From an optimization exercise on the open Yosys and OpenROAD flow, aimed at small area and few clock cycles per item; shortcuts taken in it are not production practice.
In this exercise RTL edits were held to simulation tests only and were not proved equivalent to the original.

==> inputs of run C <==
## sha3_padder
module sha3_padder #(
  parameter int D = 256,
  parameter logic [7:0] SUFFIX = 8'h06,
  localparam int R = 1600 - 2 * D
) (
  input  logic         clk,
  input  logic         reset,
  input  logic [7:0]   in_data,
  input  logic         in_valid,
  input  logic         in_last,
  input  logic         in_empty,
  output logic         in_ready,
  output logic [R-1:0] block,
  output logic         block_valid,
  output logic         block_last,
  input  logic         block_ready
);
export LEC_CHECK = 0
export CAP_MARGIN = 0
export CORE_MARGIN = 2
export CORE_UTILIZATION = 40
export CTS_BUF_LIST = sky130_fd_sc_hd__clkbuf_16
export CTS_CLUSTER_DIAMETER = 80
export CTS_CLUSTER_SIZE = 32
export PLACE_DENSITY = 0.85
export SLEW_MARGIN = 0
create_clock -name core_clock -period 6.0 [get_ports {clk}]
standard.sh (not shown) runs the stock make flow with config.mk's settings and CLKGATE_MAP_FILE= SYNTH_SCRIPT=/design/flow/synth_recipe.tcl, a recipe that flattens the netlist after the stock synthesis.
==> flow/flow/run.sh <==
#!/bin/bash
# Standard ORFS flow (the standard.sh, unchanged synthesis), with the
# port buffers made from the smallest buffer cell and the synthesized logic
# cells set to their smallest drive before placement (repair_design then
# sizes up whatever needs it).
set -o pipefail
cp standard.sh standard_sh.log
export BUFFER_PORTS_ARGS="-buffer_cell sky130_fd_sc_hd__buf_1"
export POST_FLOORPLAN_TCL="$(pwd)/flow/downsize.tcl"
bash standard.sh > flow_standard.log 2>&1
==> flow/flow/downsize.tcl <==
# Downsize every logic cell to the smallest drive of its family (same function).
set db [ord::get_db]
set block [ord::get_db_block]
set n 0
foreach inst [$block getInsts] {
  set m [[$inst getMaster] getName]
  if {[regexp {^(sky130_fd_sc_hd__[a-z0-9]+)_([0-9]+)$} $m -> base drv]} {
    if {[regexp {^sky130_fd_sc_hd__(df|edf|sdf|dl|clk|buf|tap|fill|decap|conb|diode)} $m]} { continue }
    set best $m
    set barea [[$inst getMaster] getArea]
    foreach d {0 1 2} {
      set cand ${base}_$d
      set cm [$db findMaster $cand]
      if {$cm ne "NULL" && [$cm getArea] < $barea} { set best $cand; set barea [$cm getArea] }
    }
    if {$best ne $m} {
      replace_cell [get_cells [$inst getName]] $best
      incr n
    }
  }
}
puts "downsize: replaced $n cells"
==> run P: changes against run C <==
==> flow/flow/run.sh (replaced) <==
#!/bin/bash
# Standard ORFS flow (the standard.sh, unchanged synthesis), with the
# port buffers made from the smallest buffer cell.
set -o pipefail
cp standard.sh standard_sh.log
export BUFFER_PORTS_ARGS="-buffer_cell sky130_fd_sc_hd__buf_1"
bash standard.sh > flow_standard.log 2>&1
- CAP_MARGIN: 0 -> 20
- CTS_BUF_LIST: sky130_fd_sc_hd__clkbuf_16 -> unset
- CTS_CLUSTER_DIAMETER: 80 -> unset
- CTS_CLUSTER_SIZE: 32 -> unset
- PLACE_DENSITY: 0.85 -> unset
- SLEW_MARGIN: 0 -> 20
removed: flow/flow/downsize.tcl
==> run R: changes against run C <==
==> flow/flow/run.sh (replaced) <==
#!/bin/bash
# Standard ORFS flow (the standard.sh, unchanged synthesis), with the
# port buffers made from the smallest buffer cell, IO pins allowed one track
# apart (so the die can be smaller), and the synthesized logic
# cells set to their smallest drive before placement (repair_design then
# sizes up whatever needs it).
set -o pipefail
cp standard.sh standard_sh.log
export BUFFER_PORTS_ARGS="-buffer_cell sky130_fd_sc_hd__buf_1"
export PLACE_PINS_ARGS="-min_distance 1 -min_distance_in_tracks"
export POST_FLOORPLAN_TCL="$(pwd)/flow/downsize.tcl"
bash standard.sh > flow_standard.log 2>&1
- CORE_UTILIZATION: 40 -> 55
==> metrics.cfg <==
[setup_path]
r2r_slack_ns = 2.92
crit_family = simple AND/OR/NAND/NOR gates
path_cells = buf_1, nor2b_1, nor3b_1, buf_1
r2r_end = buffer[544]

[global_route]
grt_remaining_overflow = 0

[die]
dieHeight_um = 329

[pwr]
powerComb_mw = 0.564

[outcome]
status = no timing/DRC/antenna violations

[hold_path]
hp-class = reg2reg

[sta]
hold-worst-slack_ns = 0.474

(the above is from run P)
==> metrics.cfg <==
[setup_path]
crit_family = simple AND/OR/NAND/NOR gates
r2r_slack_ns = 3.03

[outcome]
status = no timing/DRC/antenna violations

[sta]
hold-worst-slack_ns = 0.486

[hold_path]
hp-class = reg2reg

[die]
dieHeight_um = 329

(the above is from run C)
==> metrics.cfg <==
[die]
fp-row-count = 101
dieHeight_um = 281

[clock_tree]
cts.sinks = 1099

[outcome]
haltStage = 5_1_grt
status = did not finish
firstError = [ERROR GRT-0116] Global routing finished with congestion. Check the congestion regions in the DRC Viewer.

[global_route]
grt_remaining_overflow = 2

[synthesis]
synth_edf_count = 0

(the above is from run R)
Testbench counts of run C, summed over its fixed seeds: cycles 69,248, bytes 68,856.
Testbench counts of run P, summed over its fixed seeds: cycles 69,248, bytes 68,856.
Testbench counts of run R, summed over its fixed seeds: cycles 69,248, bytes 68,856.

==> port drivers added, routing unchanged <==
How much do the figures lean on ideal ports? The routed layouts below were timed once more, with nothing changed but the port constraints.
Step 1, drivers: a clkbuf_16 drives clk and a buf_2 each remaining input, both assumed.
Step 2, shift: input delay + t, output delay - t, t = (earliest + latest rising clock arrival at the registers) / 2. This alone moves slack from input paths to output paths.
a / b / c = ideal / step 1 / step 2; a / b = the first two.
| run | t (ns) | setup slack, ns | worst setup path at the end |
|---|---|---|---|
| run C | 0.696 | 2.539 / 2.495 / 2.039 | input to register |
| run P | 0.746 | 2.566 / 2.506 / 2.127 | input to register |
After both steps every run listed still meets setup and hold. For run C, which loses most, drivers alone change the setup slack by -0.044 ns; drivers and shift together by -0.500 ns.
